Background: an optimization exercise with open tools, aiming at small area, a short achievable clock period and few clock cycles per item. Do not read the settings as production practice.
Only simulation tests tie the RTL to the original design; equivalence was not proved.
No activity file was given, so power comes from the tool's default toggle rates.

--- flow/standard.sh ---
#!/bin/bash
# synth_recipe.tcl (not shown) runs the flow's synth.tcl, then flattens the netlist and writes it again
# the make line also repeats each setting of config.mk as NAME=value (left out here)
make -C /OpenROAD-flow-scripts/flow DESIGN_CONFIG=/design/flow/config.mk WORK_HOME=/design/flow/orfs CLKGATE_MAP_FILE= SYNTH_SCRIPT=/design/flow/synth_recipe.tcl "${@:-finish}"
--- flow/flow/run.sh ---
#!/bin/bash
set -o pipefail
export BUFFER_PORTS_ARGS="-buffer_cell sky130_fd_sc_hd__buf_1"
export PLACE_PINS_ARGS="-group_pins {tx_rdy hdr_rdy}"
bash standard.sh > standard.log 2>&1
--- flow/constraint.sdc ---
create_clock -name core_clock -period 8.0 [get_ports {clk}]
set_input_delay 1.6000 -clock core_clock [delete_from_list [all_inputs] [get_ports {clk}]]
set_output_delay 1.6000 -clock core_clock [all_outputs]
set_load 0.01 [all_outputs]
--- flow/config.mk ---
export PLATFORM = sky130hd
export DESIGN_NAME = rx_flow_top
export DESIGN_NICKNAME = rx_flow_top
export VERILOG_FILES = /design/flow/design.v
export SDC_FILE = /design/flow/constraint.sdc
export NUM_CORES = 4
export LEC_CHECK = 0
export CAP_MARGIN = 20
export CORE_MARGIN = 2
export CORE_UTILIZATION = 40
export PLACE_DENSITY = 0.6
export SETUP_SLACK_MARGIN = 4.5
export SLEW_MARGIN = 20
--- flow/design.v ---
package rx_pkg;
    localparam int FLOW_CNT  = 8;
    localparam int FLOWID_W  = 3;
    localparam int IP_ADDR_W = 32;
    localparam int PORT_W    = 16;
    localparam int SEQ_W     = 32;
    localparam int LEN_W     = 16;
    localparam logic [SEQ_W-1:0] SERVER_ISN = 32'h6a3c_0000;  
    localparam int TCP_FLAG_SYN = 1;
    localparam int TCP_FLAG_ACK = 4;
    typedef struct packed {
        logic [IP_ADDR_W-1:0] src_ip;
        logic [IP_ADDR_W-1:0] dst_ip;
        logic [PORT_W-1:0]    src_port;
        logic [PORT_W-1:0]    dst_port;
    } four_tuple_t;
    typedef struct packed {
        four_tuple_t          tuple;
        logic [SEQ_W-1:0]     seq_num;
        logic [SEQ_W-1:0]     ack_num;
        logic [7:0]           flags;
        logic [LEN_W-1:0]     payload_len;
    } rx_hdr_t;
    typedef enum logic {
        TX_SYN_ACK = 1'b0,
        TX_ACK     = 1'b1
    } tx_kind_e;
    typedef struct packed {
        tx_kind_e             kind;
        logic [FLOWID_W-1:0]  flowid;
        four_tuple_t          tuple;     
        logic [SEQ_W-1:0]     seq_num;
        logic [SEQ_W-1:0]     ack_num;
    } tx_req_t;
    typedef struct packed {
        logic [FLOWID_W-1:0]  flowid;
        four_tuple_t          tuple;
    } new_flow_t;
endpackage
`timescale 1ns/1ps
module rx_flow_top (
     input  logic                       clk
    ,input  logic                       rst_n
    ,input  logic                       hdr_val
    ,input  logic   [183:0]             hdr
    ,output logic                       hdr_rdy
    ,output logic                       tx_req_val
    ,output logic   [163:0]             tx_req
    ,input  logic                       tx_rdy
    ,output logic                       new_flow_val
    ,output logic   [98:0]              new_flow
    ,output logic                       drop_val
);
    localparam int NF = rx_pkg::FLOW_CNT;
    localparam int HW = 96 + 32 + 16 + 1;
    rx_pkg::rx_hdr_t        h_in;
    logic   [HW-1:0]        hin;
    assign h_in = hdr;
    assign hin  = {h_in.tuple, h_in.seq_num, h_in.payload_len, h_in.flags[rx_pkg::TCP_FLAG_SYN]};
    logic   [HW-1:0]        q;
    logic                   q_v;
    logic                   out_free;        
    assign out_free = !tx_req_val || tx_rdy;
    logic                   q_load;
    logic                   idle_q;
    assign q_load   = !q_v || out_free;
    assign hdr_rdy  = idle_q || tx_rdy;
    always_ff @(posedge clk) begin
        if (!rst_n)        q_v <= 1'b0;
        else if (q_load)   q_v <= hdr_val;
    end
    always_ff @(posedge clk) begin
        if (q_load) q <= hin;
    end
    logic   [95:0]          t_in;
    logic   [31:0]          seq;
    logic   [15:0]          len;
    logic                   syn;
    assign {t_in, seq, len, syn} = q;
    logic   [NF-1:0]        valid;
    logic   [95:0]          tup  [0:NF-1];
    logic   [31:0]          exps [0:NF-1];
    logic   [NF-1:0]        teq_q;           
    logic   [NF-1:0]        seq_eq_q;
    logic                   feq_q;
    logic   [NF-1:0]        upd_q;
    logic   [NF-1:0]        free_oh;         
    logic   [NF-1:0]        match;
    logic   [NF-1:0]        seq_eq;
    logic                   hit;
    logic                   full;
    logic   [2:0]           hit_id;
    logic   [2:0]           free_id;
    always_comb begin
        for (int i = 0; i < NF; i++) begin
            free_oh[i] = !valid[i] && (i == 0 || valid[(i == 0) ? 0 : i-1]);
            match[i]   = valid[i] && teq_q[i];
            seq_eq[i]  = upd_q[i] ? feq_q : seq_eq_q[i];
        end
    end
    logic   [NF-1:0]        teq_in;
    always_comb begin
        for (int i = 0; i < NF; i++)
            teq_in[i] = (tup[i] == h_in.tuple);
    end
    logic   [NF-1:0]        free_nx;         
    assign free_nx = (accept && is_new) ? {free_oh[NF-2:0], 1'b0} : free_oh;
    logic   [NF-1:0]        upd;             
    always_comb begin
        for (int i = 0; i < NF; i++)
            upd[i] = accept && ((is_new && free_oh[i]) || (is_est && match[i] && seq_eq[i]));
    end
    always_ff @(posedge clk) begin
        if (q_load) begin
            teq_q <= teq_in;
            for (int i = 0; i < NF; i++)
                seq_eq_q[i] <= (exps[i] == h_in.seq_num);
            feq_q <= (wdata == h_in.seq_num);
            upd_q <= upd;
        end else begin
            teq_q <= match;
            seq_eq_q <= seq_eq;
            feq_q <= 1'b0;
            upd_q <= '0;
        end
    end
    assign hit  = |match;
    assign full = valid[NF-1];
    always_comb begin
        hit_id  = '0;
        free_id = '0;
        for (int i = 0; i < NF; i++) begin
            if (match[i])   hit_id  = hit_id  | 3'(i);
            if (free_oh[i]) free_id = free_id | 3'(i);
        end
    end
    logic                   accept;
    logic                   is_new;
    logic                   is_est;
    assign accept   = q_v && out_free;
    assign is_new   = syn && !hit && !full;
    assign is_est   = !syn && hit;
    logic   [31:0]          seq_inc;
    logic   [31:0]          seq_len;
    logic   [31:0]          wdata;
    logic   [31:0]          exp_hit;
    logic                   eq_hit;
    logic   [31:0]          ack;
    assign seq_inc = seq + 32'd1;
    assign seq_len = seq + 32'(len);
    assign wdata   = syn ? seq_inc : seq_len;
    always_comb begin
        exp_hit = '0;
        eq_hit  = 1'b0;
        for (int i = 0; i < NF; i++) begin
            exp_hit = exp_hit | (exps[i] & {32{match[i]}});
            eq_hit  = eq_hit  | (seq_eq[i] & match[i]);
        end
    end
    assign ack = syn ? seq_inc : (eq_hit ? seq_len : exp_hit);
    always_ff @(posedge clk) begin
        for (int i = 0; i < NF; i++) begin
            if (q_load && free_nx[i]) tup[i] <= h_in.tuple;
            if ((free_oh[i] && syn) || upd[i])
                exps[i] <= wdata;
        end
    end
    always_ff @(posedge clk) begin
        if (!rst_n)                 valid <= '0;
        else if (accept && is_new)  valid <= valid | free_oh;
    end
    logic                   kind_q;
    logic   [2:0]           id_q;
    logic   [95:0]          t_q;
    logic   [31:0]          ack_q;
    logic                   q_v_nx;
    logic                   tx_req_val_nx;
    always_comb begin
        if (!rst_n)         q_v_nx = 1'b0;
        else if (q_load)    q_v_nx = hdr_val;
        else                q_v_nx = q_v;
        if (!rst_n)         tx_req_val_nx = 1'b0;
        else if (accept)    tx_req_val_nx = is_new || is_est;
        else                tx_req_val_nx = tx_req_val && !tx_rdy;
    end
    always_ff @(posedge clk) begin
        idle_q <= !(q_v_nx && tx_req_val_nx);
    end
    always_ff @(posedge clk) begin
        if (!rst_n) begin
            tx_req_val   <= 1'b0;
            new_flow_val <= 1'b0;
            drop_val     <= 1'b0;
        end else begin
            tx_req_val   <= accept ? (is_new || is_est) : (tx_req_val && !tx_rdy);
            new_flow_val <= accept && is_new;
            drop_val     <= accept && !is_new && !is_est;
        end
    end
    always_ff @(posedge clk) begin
        if (out_free) begin
            kind_q <= !syn;
            id_q   <= syn ? free_id : hit_id;
            t_q    <= t_in;
            ack_q  <= ack;
        end
    end
    rx_pkg::tx_req_t        tx_s;
    assign tx_s.kind           = rx_pkg::tx_kind_e'(kind_q);
    assign tx_s.flowid         = id_q;
    assign tx_s.tuple.src_ip   = t_q[63:32];
    assign tx_s.tuple.dst_ip   = t_q[95:64];
    assign tx_s.tuple.src_port = t_q[15:0];
    assign tx_s.tuple.dst_port = t_q[31:16];
    assign tx_s.seq_num        = rx_pkg::SERVER_ISN | 32'(kind_q);
    assign tx_s.ack_num        = ack_q;
    assign tx_req   = tx_s;
    assign new_flow = {id_q, t_q};
endmodule
==> flow_summary.ini, run 1 <==
[setup_path]
critPathMaxStageDelay_ns = 0.22
path_class = in2out
slowest_stage = or2_4
critPathLaunchType = input pin
crit_chain = buf_12 -> or2_4 -> buf_6
cp.required_ns = 6.40
worstSetupStartpoint = tx_rdy
end_kind = output port
cp.arrival_ns = 2.03
path_max_fanout = 2
r2r_start = feq_q$_SDFF_PP0_

[synthesis]
synth-main-ff-cell = edfxtp_1
seq_area_frac_synth_pct = 67.6
yosysTopAreaCell = edfxtp_1
ys_types = 88
syn_avg_cell_area_um2 = 14.7
synthTopCellsByArea = edfxtp_1, xor2_1, xnor2_1
yosysWarningCount = 3
synth_most_common_cell = edfxtp_1
synthArstFlopShare_pct = 0
synth_commonest_cells = edfxtp_1, xor2_1, xnor2_1, clkbuf_1, nand4_1
netlist_instances = 4003
synth_edf_count = 1301
synth.cell_area_mm2 = 0.0589
yosys_register_bits = 1339
synth_top_area_share_pct = 66.3

[route]
num_vias = 36200
drc_errors = 0
ant_nets = 0
wl_um = 195000
wire_per_inst_um = 30.1
viasPerCell = 5.60
drt_iter0_drc = 4001
first_pass_iters = 5

[placed_design]
numPortBuffers = 384
place_ws_ns = 2.79
dp_hpwl_um = 127000
gp_congestion = 0.933

[hold_path]
min_path_type = reg2reg
min_from = q[130]$_DFFE_PN_

[sta]
fin_skew_ns = 0.0560
setup_viol_count_final = 0
finalHoldViolCount = 0
report.final.slew_viol_count = 0
slew_headroom_pct = 28.3
min_period_ns = 3.63
rsz0062_at_grt = true
fin_crit_sh_pct = 45.4
fmax_mhz = 275
tightest_slew_ns = 1.08
worst_slack_ns = 4.37
setup_tns_ns = 0

[clock_network]
cts_max_level = 4
cts.sinks = 1339
cts.hold.buffers_added = 0
cts_tree = done
cts-buffers-inserted = 147
root_buffer = clkbuf_16
path_clk_slew_ns = 0.06
clk_latency_ns = 0.81
cts_buffer_depth = 3

[power]
power_density_mw_per_mm2 = 237
irDropWorstVdd_v = 0.000213
leakagePower_nw = 22.6

[die]
start_util_pct = 40.4
ios = 455
rows = 140
placeableCoreArea_mm2 = 0.146
die_y_um = 388
fp.dieW_um = 388
dieArea_mm2 = 0.150

[cells_and_area]
fillers = 12700
nets = 4638
multi_input_area_mm2 = 0.0179
layout-drive-gt1-share_pct = 12.5
regArea_mm2 = 0.0398
syn_to_final_growth_pct = 16.9

[grt]
grt.total_usage_pct = 25.3
antenna_found_initial = 8
grt.overflow.total = 0
grt_pass1_wl_um = 268000
grt_max_degree = 61
grt_pass1_vias = 34500

[job]
maxCapViolCount = 0

[outcome]
status = timing/DRC/antenna clean
==> worst paths after layout <==
kind / endpoint / cells after the start / slack [ns]
worst max-delay path: hdr_rdy / 3 / 4.37
worst min-delay path: t_q[81]$_DFFE_PP_ / 0 / 0.42
worst max register to register: ack_q[15]$_DFFE_PP_ / 10 / 4.51
worst min register to register: t_q[81]$_DFFE_PP_ / 0 / 0.42
==> metrics by stage <==
stage	area (um2)	hold WS (ns)	total power, mW	utilization [%]	instances
detailed placement	62400	0.405	9.50	42.8	6140
CTS	68200	0.418	16.4	46.8	6448
global route	68800	0.421	16.8	47.2	6468
global placement	62400	0.401	9.48	42.7	6140
floorplan	59200	0.400	8.93	-	4032
finish	68800	0.416	16.3	47.2	6471
==> logic make-up after synthesis <==
| family | count (synthesis) | share of synthesized area [%] |
|---|---|---|
| AO/OA/AOI/OAI | 438 | 5.31 |
| XOR/XNOR | 1082 | 16.2 |
| adder cells (fa/ha/maj) | 18 | 0.395 |
| buffers and inverters | 411 | 3.50 |
| flip-flops | 1339 | 67.6 |
| multiplexers | 20 | 0.350 |
| other | 2 | 0.0127 |
| AND/OR/NAND/NOR | 693 | 6.66 |
==> flip-flops by register name (all words and copies together), names as in the netlist <==
name,count
tup,768
exps,256
q,145
t_q,96
ack_q,32
seq_eq_q,8
teq_q,8
upd_q,8
valid,8
id_q,3
drop_val,1
feq_q,1
idle_q,1
kind_q,1
new_flow_val,1
q_v,1
tx_req_val,1
==> where the power goes <==
| part | switching, mW | internal, mW | leakage (nW) |
|---|---|---|---|
| sequential | 0.113 | 7.95 | 12.6 |
| clock | 2.92 | 3.93 | 2.36 |
| combinational | 0.949 | 0.433 | 7.59 |
| total | 3.98 | 12.3 | 22.6 |
==> routing by layer <==
metal / part of all wire (%) / track usage (%) / vias up
li1: - / - / 15600
met1: 40 / 33.2 / 18400
met2: 48 / 41.7 / 1854
met3: 7.9 / 4.04 / 361
met4: 4.5 / 10.6 / 4
met5: 0.015 / 0 / -
==> cells in the final DEF, fill, tap and decap left out, types with 11 or more instances in the layout <==
cell type	Yosys	routed
dfxtp_1	38	38
and2_1	16	12
a211oi_1	14	13
nor4_1	163	146
and3_1	14	13
clkbuf_1	189	27
conb_1	2	31
a31oi_1	30	22
mux2i_1	15	14
inv_1	58	58
o22ai_1	25	25
nor3_1	37	35
nor4_2	0	12
clkbuf_16	0	155
o21ai_0	39	33
a22o_1	30	30
xor2_1	550	546
nand3_1	42	38
nor2_1	83	78
edfxtp_1	1301	1301
nand4_1	180	180
buf_4	133	172
a22oi_1	85	85
a21o_1	15	15
and4_1	13	11
clkinv_2	0	21
a221oi_1	38	38
xnor2_1	529	523
clkinv_1	1	32
buf_6	1	14
nand2_1	96	90
bufinv_16	0	13
a21oi_1	81	73
buf_1	17	376
==> final cells by class <==
type	instances	share of cell area (%)
Sequential cell	1339	57.9
Multi-Input combinational cell	2285	26.0
Clock buffer	179	5.66
Timing Repair Buffer	598	5.17
Tap cell	1917	3.48
Clock inverter	89	1.46
Inverter	60	0.351
Timing Repair inverter	1	0.0127
Antenna cell	3	0.0109
==> worst max-delay path: cells and delay by family <==
family | cells | cell delay, ns
buf+inv | 2 | 0.22
simple gates | 1 | 0.22
==> what timing repair did <==
item	CTS	global route
setup buffers	32	14
gates cloned	8	4
hold endpoints to repair	0	0
pin swaps	21	12
resized for setup	123	64
setup endpoints to repair	1201	610
Testbench counts, summed over its fixed seeds: cycles 12,864, headers 12,800.
==> run 2, diff against run 1 <==
--- a/flow/config.mk
+++ b/flow/config.mk
@@ -9,5 +9,5 @@
 export CORE_MARGIN = 2
-export CORE_UTILIZATION = 40
-export PLACE_DENSITY = 0.6
-export SETUP_SLACK_MARGIN = 4.5
+export CORE_UTILIZATION = 50
+export PLACE_DENSITY = 0.65
+export SETUP_SLACK_MARGIN = 4.6
 export SLEW_MARGIN = 20
==> run 2 against run 1 <==
Critical endpoint unchanged. Critical path depth unchanged. Power decreased by 2.7%. Cell count decreased by 6.2%. Count of clock-buffer cells in the layout decreased by 8. Clock skew decreased by 0.021 ns. Largest cell class unchanged. Synthesized cell count unchanged. Wire length decreased by 0.72%. Fmax about the same. Final area decreased by 1.0%.
==> flow_summary.ini, run 2 <==
[clock_network]
path_clk_slew_ns = 0.06
cts-buffers-inserted = 140
cts_max_level = 4
cts_buffer_depth = 3
root_buffer = clkbuf_16
cts.sinks = 1339
clk_latency_ns = 0.76
cts_tree = done

[synthesis]
synth.cell_area_mm2 = 0.0589
yosysWarningCount = 3
synth_edf_count = 1301
synthArstFlopShare_pct = 0
synth-main-ff-cell = edfxtp_1
syn_avg_cell_area_um2 = 14.7
synth_commonest_cells = edfxtp_1, xor2_1, xnor2_1, clkbuf_1, nand4_1
yosys_register_bits = 1339
netlist_instances = 4003
synthTopCellsByArea = edfxtp_1, xor2_1, xnor2_1
ys_types = 88
seq_area_frac_synth_pct = 67.6
synth_top_area_share_pct = 66.3
yosysTopAreaCell = edfxtp_1
synth_most_common_cell = edfxtp_1

[cells_and_area]
largest_register = tup
layout-drive-gt1-share_pct = 12.7
mostFrequentLayoutCell = edfxtp_1
fin_cells = 6069
final_core_util_pct = 58.5
final_cell_mix = edfxtp_1, xor2_1, xnor2_1
largest_reg_flops = 768
finish.instance_area_mm2 = 0.0681
fillers = 9053
largestRegisters = tup: 768 flops, exps: 256 flops, q: 145 flops
nets = 4637
syn_to_final_growth_pct = 15.6

[grt]
grt_max_degree = 93
grt_pass1_wl_um = 267000
grt.overflow.total = 0
grt.total_usage_pct = 31.6
antenna_found_initial = 6
grt_pass1_vias = 35200

[die]
placeableCoreArea_mm2 = 0.117
rows = 125
dieArea_mm2 = 0.121
die_y_um = 347
ios = 455
fp.dieW_um = 347
start_util_pct = 50.6

[route]
wire_per_inst_um = 31.8
wl_um = 193000
num_vias = 36400
ant_nets = 0
drc_errors = 0
drt_iter0_drc = 4029
viasPerCell = 6.00
first_pass_iters = 5

[placed_design]
dp_hpwl_um = 126000
numPortBuffers = 384
place_area_mm2 = 0.0620
gp_congestion = 0.988
dp.cells = 5747
place_ws_ns = 2.90

[sta]
worst_hold_slack_ns = 0.417
rsz0062_at_grt = true
setup_viol_count_final = 0
min_period_ns = 3.63
tightest_slew_ns = 1.29
report.final.slew_viol_count = 0
fin_skew_ns = 0.0349
fin_crit_sh_pct = 45.4
slew_headroom_pct = 13.4
finalHoldViolCount = 0
fmax_mhz = 276
worst_slack_ns = 4.37
setup_tns_ns = 0

[setup_path]
end_kind = output port
path_max_fanout = 2
cp.arrival_ns = 2.03
critPathLaunchType = input pin
path_class = in2out
cp.required_ns = 6.40

[power]
power_density_mw_per_mm2 = 233
irDropWorstVdd_v = 0.000214
p_total_mw = 15.8
leakagePower_nw = 22.5

[outcome]
status = timing/DRC/antenna clean

[job]
maxCapViolCount = 0

[hold_path]
min_path_type = reg2reg
==> run 2: where the power goes <==
part	leakage [nW]	switching (mW)	internal [mW]	total, mW
registers	12.6	0.113	7.95	8.06
clock network	2.19	2.77	3.66	6.42
logic	7.71	0.938	0.426	1.36
==> run 2: layer usage <==
metal	part of all wire [%]	track usage, %	wire length, um
met2	47	51.6	91400
met5	0.024	0	47
met1	38	40.9	74100
met3	8.1	4.76	15600
met4	6.2	17.0	12000
==> run 2: critical path, cell delays in order <==
cell and delay (ns):
buf_6 0.09, or2_4 0.22, buf_6 0.12
==> run 2: what timing repair did <==
action	4_1_cts	5_1_grt
setup buffers	47	2
pin swaps	25	7
hold buffers	0	0
cloned	13	4
endpoints found under the setup margin	1198	355
gates resized for setup	155	38
==> run 2: final cells by class <==
class | instances | area (um2) | share of cell area [%]
repair inverters | 2 | 17.5 | 0.0257
well taps | 1524 | 1910 | 2.80
multi-input cells | 2285 | 17900 | 26.2
diodes | 2 | 5.00 | 0.00735
clock buffers | 171 | 3720 | 5.47
flip-flops and latches | 1339 | 39800 | 58.5
inverters | 60 | 245 | 0.360
repair buffers | 603 | 3760 | 5.53
clock inverters | 83 | 763 | 1.12
==> run 2: path summary, 6_finish.rpt <==
path,start,end,slack [ns],cells after the start
worst max-delay path,tx_rdy,hdr_rdy,4.37,3
worst min-delay path,q[57]$_DFFE_PN_,t_q[8]$_DFFE_PP_,0.42,0
worst max register to register,q[21]$_DFFE_PN_,feq_q$_SDFF_PP0_,4.52,11
worst min register to register,q[57]$_DFFE_PN_,t_q[8]$_DFFE_PP_,0.42,0
==> run 2: kinds of logic (layout without fill, tap and decap cells) <==
| kind of cell | count (synthesis) | after routing | share of synthesized area [%] |
|---|---|---|---|
| other | 2 | 33 | 0.0127 |
| AOI/OAI and AO/OA | 438 | 439 | 5.31 |
| xor gates and xnor gates | 1082 | 1082 | 16.2 |
| adders and majority gates | 18 | 18 | 0.395 |
| and+or+nand+nor | 693 | 695 | 6.66 |
| buffers and inverters | 411 | 919 | 3.50 |
| muxes | 20 | 20 | 0.350 |
| DFF | 1339 | 1339 | 67.6 |

==> separate check: timing with driven ports <==
Ports are ideal in the flow. The routed layouts listed here were re-timed in OpenROAD.
Step 1 (the two cells are an assumption about what drives the block):
set clk [get_ports {clk}]
set_driving_cell -lib_cell sky130_fd_sc_hd__clkbuf_16 $clk
set_driving_cell -lib_cell sky130_fd_sc_hd__buf_2 [delete_from_list [all_inputs] $clk]
Step 2, shift: input delay + t, output delay - t, t = (earliest + latest rising clock arrival at the registers) / 2. This alone moves slack from input paths to output paths.
Three values: no drivers, after step 1, after step 2; two values: the first two.
| run | t (ns) | setup slack, ns | hold WS [ns] | latest minus earliest clock arrival (ns) | worst slew at a driven data input, ns |
|---|---|---|---|---|---|
| run 1 | 0.863 | 4.369 / 4.322 / 3.658 | 0.416 / 0.416 / 0.416 | 0.058 / 0.058 | 0.20 |
| run 2 | 0.825 | 4.372 / 4.339 / 3.709 | 0.417 / 0.417 / 0.417 | 0.042 / 0.043 | 0.17 |
After both steps every run listed still meets setup and hold. For run 1, which loses most, drivers alone change the setup slack by -0.047 ns; drivers and shift together by -0.711 ns.
